Source: an optimization exercise on an open RTL-to-GDS flow (aim: a short achievable clock period and few clock cycles per item). Production flows keep margins and buffers that such runs may drop. The RTL was checked by simulation tests, not by an equivalence proof against the original design. No activity file was given, so power comes from the tool's default toggle rates.

==> inputs of job 5655 <==
// lc4_superscalar
module lc4_superscalar #(
   parameter logic [15:0] p_pc_reset = 16'h8200
) (
   input  logic        gwe,
   input  logic        i_rst_n,
   input  logic [15:0] i_insn_a,
   input  logic [15:0] i_insn_b,
   input  logic [15:0] i_dmem_data,
   output logic [15:0] o_pc,
   output logic [15:0] o_dmem_addr,
   output logic        o_dmem_we,
   output logic [15:0] o_dmem_wdata,
   output logic [1:0]  o_wb_stall_a,
   output logic [1:0]  o_wb_stall_b,
   output logic [15:0] o_wb_pc_a,
   output logic [15:0] o_wb_pc_b,
   output logic        o_wb_rf_we_a,
   output logic        o_wb_rf_we_b,
   output logic [2:0]  o_wb_rf_wsel_a,
   output logic [2:0]  o_wb_rf_wsel_b,
   output logic [15:0] o_wb_rf_data_a,
   output logic [15:0] o_wb_rf_data_b,
   output logic [2:0]  o_wb_nzp_a,
   output logic [2:0]  o_wb_nzp_b
);
Settings: LEC_CHECK=0, ABC_CLOCK_PERIOD_IN_PS=2000, CAP_MARGIN=20, CORE_MARGIN=2, CORE_UTILIZATION=40, SETUP_SLACK_MARGIN=4.5, SLEW_MARGIN=20; clock period 6.5 ns.
run.sh (not shown) runs the stock make flow with config.mk's settings and CLKGATE_MAP_FILE= SYNTH_SCRIPT=/design/flow/synth_recipe.tcl, a recipe that flattens the netlist after the stock synthesis.
==> job 685 (differences from job 5655) <==
--- a/flow/config.mk
+++ b/flow/config.mk
@@ -9,5 +9,5 @@
 export CAP_MARGIN = 20
 export CORE_MARGIN = 2
 export CORE_UTILIZATION = 40
-export SETUP_SLACK_MARGIN = 4.5
+export SETUP_SLACK_MARGIN = 4.0
 export SLEW_MARGIN = 20
==> out/metrics.yaml <==
routabilityCongestion: 1.08
area_growth_pct: 28.7
reg2reg_slack_ns: 3.53
internal_power_mw: 7.82
cp.arrival_ns: 3.52
finalPower_mw: 10.8
place_inst: 6099
fin_cells: 6662
mostFrequentLayoutCells: "nand2_1, dfxtp_1, buf_4"
reg2reg_from: "xda_b[0]$_DFF_P_"
cp_num_cells: 12
status: "no timing/DRC/antenna violations"
the above is filed under job 685

==> out/metrics.yaml <==
yosys.area_share.xor_xnor_pct: 4.09
crit_chain: "buf_6 > buf_6 > xnor2_4 > a41oi_2 > nor2b_4 > buf_6 > a222oi_1 > o21ai_1 > a221oi_2 > o211ai_1"
layout.nets: 5411
cp_num_cells: 10
area_growth_pct: 34.7
finalPower_mw: 11.0
reg2reg_from: "db[46]$_DFFE_PP_"
nMultiInputCombCells: 3514
reg2reg_slack_ns: 3.49
fin_cells: 6783
hpwl_mm: 124
mostFrequentLayoutCells: "nand2_1, dfxtp_1, buf_4"
routedLengthMet1_mm: 74.5
status: "no timing/DRC/antenna violations"
the above is filed under job 5655

Testbench counts of job 5655, summed over its fixed seeds: cycles 9,444, items 16,000.
Testbench counts of job 685, summed over its fixed seeds: cycles 9,444, items 16,000.

========
==> inputs of v37 <==
Another version of the RTL of lc4_superscalar (not shown whole).
clock: 6.5 ns
lec_check: 0
cap_margin: 20
core_margin: 2
core_utilization: 40
slew_margin: 20
==> v5: changes against v37 <==
- ABC_CLOCK_PERIOD_IN_PS: not set -> 3000
- SETUP_SLACK_MARGIN: not set -> 3.0
==> summary of the runs <==
Against v5, the routed wire length of v37 is smaller by 11%. Of v37 and v5, v5 has the higher first-iteration DRC count (gap 5.6%, measured against v5). Against v5, the worst setup slack of v37 is lower by 1.3 ns. Flip-flop and latch count is the same in v37 and v5. v5 completed without violations. v37 passed the timing, design-rule and antenna checks. In v37 the clock-buffer cell count is higher than in v5, by 3. Of v5 and v37, v5 has the higher final cell count (gap about 7%, measured against v37). In synthesized area, v37 and v5 do not differ. Between v5 and v37, the lower cell area is in v37 (gap 13%, measured against v37). Combinational power: v5 is higher than v37 (about 30%).
Testbench counts of v37, summed over its fixed seeds: cycles 9,452, items 16,000.
Testbench counts of v5, summed over its fixed seeds: cycles 9,452, items 16,000.

========
==> v27 <==
lc4_superscalar, a different RTL version from the one above (not shown whole).
Design lc4_superscalar, start of the top module:
module lc4_superscalar #(
   parameter logic [15:0] p_pc_reset = 16'h8200
) (
   input  logic        gwe,
   input  logic        i_rst_n,
   input  logic [15:0] i_insn_a,
   input  logic [15:0] i_insn_b,
   input  logic [15:0] i_dmem_data,
   output logic [15:0] o_pc,
   output logic [15:0] o_dmem_addr,
   output logic        o_dmem_we,
   output logic [15:0] o_dmem_wdata,
   output logic [1:0]  o_wb_stall_a,
   output logic [1:0]  o_wb_stall_b,
   output logic [15:0] o_wb_pc_a,
   output logic [15:0] o_wb_pc_b,
   output logic        o_wb_rf_we_a,
   output logic        o_wb_rf_we_b,
   output logic [2:0]  o_wb_rf_wsel_a,
   output logic [2:0]  o_wb_rf_wsel_b,
   output logic [15:0] o_wb_rf_data_a,
   output logic [15:0] o_wb_rf_data_b,
   output logic [2:0]  o_wb_nzp_a,
   output logic [2:0]  o_wb_nzp_b
);
   localparam int W = 53;
   logic        pv, dv;                  
   logic [W+7:0] pq0, pq1;               
   logic [W-1:0] dp0, dp1;
   logic [W-1:0] da, db;                 
   logic        c_ab;                    
   logic        pc01;                    
   logic        c_bp0, c_f01, c_q1f0;
   logic [15:0] g_imm;
   logic        g_b;
   logic [W+7:0] df0, df1;
   logic [2:0]  f0_rd, f0_rs, f0_rt, f1_rd, f1_rs, f1_rt;
   logic        f0_we, f0_rsre, f0_rtre, f0_ld, f0_st, f0_cst, f0_bimm;
   logic        f1_we, f1_rsre, f1_rtre, f1_ld, f1_st, f1_cst, f1_bimm;
   logic [4:0]  f0_op, f1_op;
   logic [15:0] f0_imm, f1_imm;
   logic [7:0]  f0_rm, f0_wm, f1_rm, f1_wm, f0_am, f1_am;
   lc4_decoder u_dec0 (
  ...
make LEC_CHECK=0 ABC_CLOCK_PERIOD_IN_PS=2000 CAP_MARGIN=20 CELL_PAD_IN_SITES_DETAIL_PLACEMENT=0 CELL_PAD_IN_SITES_GLOBAL_PLACEMENT=0 CORE_MARGIN=2 CORE_UTILIZATION=40 PLACE_DENSITY=0.75 SETUP_SLACK_MARGIN=4.0 SLEW_MARGIN=20 finish   # period 6.5 ns
==> v14: changes against v27 <==
==> flow/config.mk (replaced) <==
export PLATFORM = sky130hd
export DESIGN_NAME = lc4_superscalar
export DESIGN_NICKNAME = lc4_superscalar
export VERILOG_FILES = /design/flow/design.v
export SDC_FILE = /design/flow/constraint.sdc
export NUM_CORES = 4
export LEC_CHECK = 0
export ABC_CLOCK_PERIOD_IN_PS = 2000
export CAP_MARGIN = 20
export CORE_MARGIN = 2
export CORE_UTILIZATION = 40
export SETUP_SLACK_MARGIN = 4.0
export SLEW_MARGIN = 20
==> v28: changes against v27 <==
--- a/flow/design.v
+++ b/flow/design.v
@@ -614,15 +614,18 @@
       xsda  <= a_we && !a_cst && (a_rd == b_rd);
       xgimm <= g_imm[5:0];
    end
    exec_lane u_alu_a (.i_op(xop_a), .i_a(xda_a), .i_b(xdb_a), .o_sum(sum_a), .o_dif(dif_a),
                       .o_lg(lg_a), .o_res(alu_a));
    exec_lane u_alu_b (.i_op(xop_b), .i_a(xda_b), .i_b(xdb_b), .o_sum(sum_b), .o_dif(dif_b),
                       .o_lg(lg_b), .o_res(alu_b));
-   dmem_port u_agu (.i_base(xmb ? xda_b : xda_a), .i_off(xgimm), .o_addr(agu));
+   logic [15:0] agu_a, agu_b;
+   dmem_port u_agu_a (.i_base(xda_a), .i_off(xgimm), .o_addr(agu_a));
+   dmem_port u_agu_b (.i_base(xda_b), .i_off(xgimm), .o_addr(agu_b));
+   assign agu = xmb ? agu_b : agu_a;
    always_ff @(posedge gwe) begin
       if (!i_rst_n) begin
          mv_a      <= 1'b0;
          mv_b      <= 1'b0;
          mwe_a     <= 1'b0;
          mwe_b     <= 1'b0;
          o_dmem_we <= 1'b0;
==> flow/config.mk (replaced) <==
export PLATFORM = sky130hd
export DESIGN_NAME = lc4_superscalar
export DESIGN_NICKNAME = lc4_superscalar
export VERILOG_FILES = /design/flow/design.v
export SDC_FILE = /design/flow/constraint.sdc
export NUM_CORES = 4
export LEC_CHECK = 0
export ABC_CLOCK_PERIOD_IN_PS = 2000
export CAP_MARGIN = 20
export CORE_MARGIN = 2
export CORE_UTILIZATION = 40
export SETUP_SLACK_MARGIN = 4.0
export SLEW_MARGIN = 20
==> summary.md <==
| Metric | Value |
|---|---|
| Post-Place Setup Slack | 2.01 ns |
| Final Core Density | 49.6% |
| CP cell instances | inv_4, ha_4, fa_2, nor2_2, o311a_1, o211a_1, o41a_1, a221o_1, buf_6, a221oi_4, a21oi_4, a221o_1 |
| Sequential area share after synthesis | 38.5% |
| Die width | 340 um |
| Vias/cell | 6.23 |
| PwrDens | 218 mW/mm^2 |
| # Post-CTS Setup Buffers | 123 |
| Inverters | 151 |
| Net switching power | 0.00311 W |
| P_clk | 0.00572 W |
| Area after DPL | 0.0485 sq mm |
| Post-CTS sizing | 981 |
| Worst EP required | 7.06 ns |
| DRC marker count from the first detailed-route iteration | 5747 |
| Outcome | complete, no violations |
Source of the figures above: v28

==> summary.md <==
| Metric | Value |
|---|---|
| Outcome | complete, no violations |
| Worst EP required | 7.03 ns |
| Area after DPL | 0.0485 sq mm |
| Final Core Density | 48.7% |
| # Post-CTS Setup Buffers | 112 |
| CP cell instances | buf_4, bufbuf_16, o21ai_0, o2111ai_4, or4_1, o21a_1, xor2_1 |
| Vias/cell | 6.45 |
| Post-CTS sizing | 939 |
| Net switching power | 0.00323 W |
| Post-Place Setup Slack | 2.03 ns |
| Die width | 340 um |
Source of the figures above: v27

==> summary.md <==
| Metric | Value |
|---|---|
| Simple-gate area share of the yosys netlist | 16.0% |
| Outcome | complete, no violations |
| Area after DPL | 0.0485 sq mm |
| Final Core Density | 49.3% |
| PwrDens | 217 mW/mm^2 |
| Number of H-tree levels | 3 |
| Largest family of logic cells by synthesized area | compound AO/OA/AOI/OAI gates |
| # Post-CTS Setup Buffers | 129 |
| Post-Place Setup Slack | 2.05 ns |
| Net switching power | 0.00326 W |
| Sequential area share after synthesis | 38.5% |
| CP cell instances | inv_6, ha_4, fa_2, o21ba_4, o2111ai_4, a41oi_4, o21ai_2, xor2_1, o32ai_2, buf_6, a221oi_2, o21ai_1 |
| Worst EP required | 7.02 ns |
| Vias/cell | 6.31 |
| Inverters | 159 |
Source of the figures above: v14

Testbench counts of v27, summed over its fixed seeds: cycles 9,397, items 16,000.
Testbench counts of v14, summed over its fixed seeds: cycles 9,397, items 16,000.
Testbench counts of v28, summed over its fixed seeds: cycles 9,397, items 16,000.

-- separate check: timing with driven ports --
In the flow no input, the clock included, has a driving cell. The finished layouts below were timed again as built, in two steps. Step 1 (the two cells are an assumption about what drives the block):
set clk [get_ports {gwe}]
set_driving_cell -lib_cell sky130_fd_sc_hd__clkbuf_16 $clk
set_driving_cell -lib_cell sky130_fd_sc_hd__buf_2 [delete_from_list [all_inputs] $clk]
Step 2 times the ports against the registers' clock, not the clock port: input delays grow and output delays shrink by t, the midpoint of the rising clock arrivals with the driver on. a / b / c = ideal ports / drivers / drivers and shift; a / b = the first two.
| run | shift t [ns] | setup WS [ns] | hold WS [ns] | latest minus earliest clock arrival (ns) | worst data-port slew with drivers (ns) |
|---|---|---|---|---|---|
| job 5655 | 0.748 | 3.494 / 3.494 / 3.090 | 0.327 / 0.327 / 0.327 | 0.042 / 0.042 | 0.14 |
| job 685 | 0.749 | 3.531 / 3.531 / 3.046 | 0.326 / 0.326 / 0.326 | 0.026 / 0.026 | 0.10 |
| v37 | 0.685 | 0.482 / 0.482 / 0.482 | 0.323 / 0.323 / 0.323 | 0.048 / 0.049 | 0.07 |
| v5 | 0.687 | 1.759 / 1.759 / 1.759 | 0.301 / 0.301 / 0.301 | 0.037 / 0.036 | 0.06 |
| v27 | 0.748 | 3.567 / 3.567 / 2.866 | 0.336 / 0.336 / 0.336 | 0.071 / 0.071 | 0.12 |
| v14 | 0.749 | 3.566 / 3.566 / 2.867 | 0.341 / 0.341 / 0.341 | 0.044 / 0.044 | 0.22 |
| v28 | 0.760 | 3.370 / 3.370 / 2.960 | 0.343 / 0.343 / 0.343 | 0.041 / 0.041 | 0.17 |
After both steps setup and hold are still met in every run listed. The setup slack of v27, which loses most, moves by 0.000 ns with the drivers and by -0.701 ns with both steps.
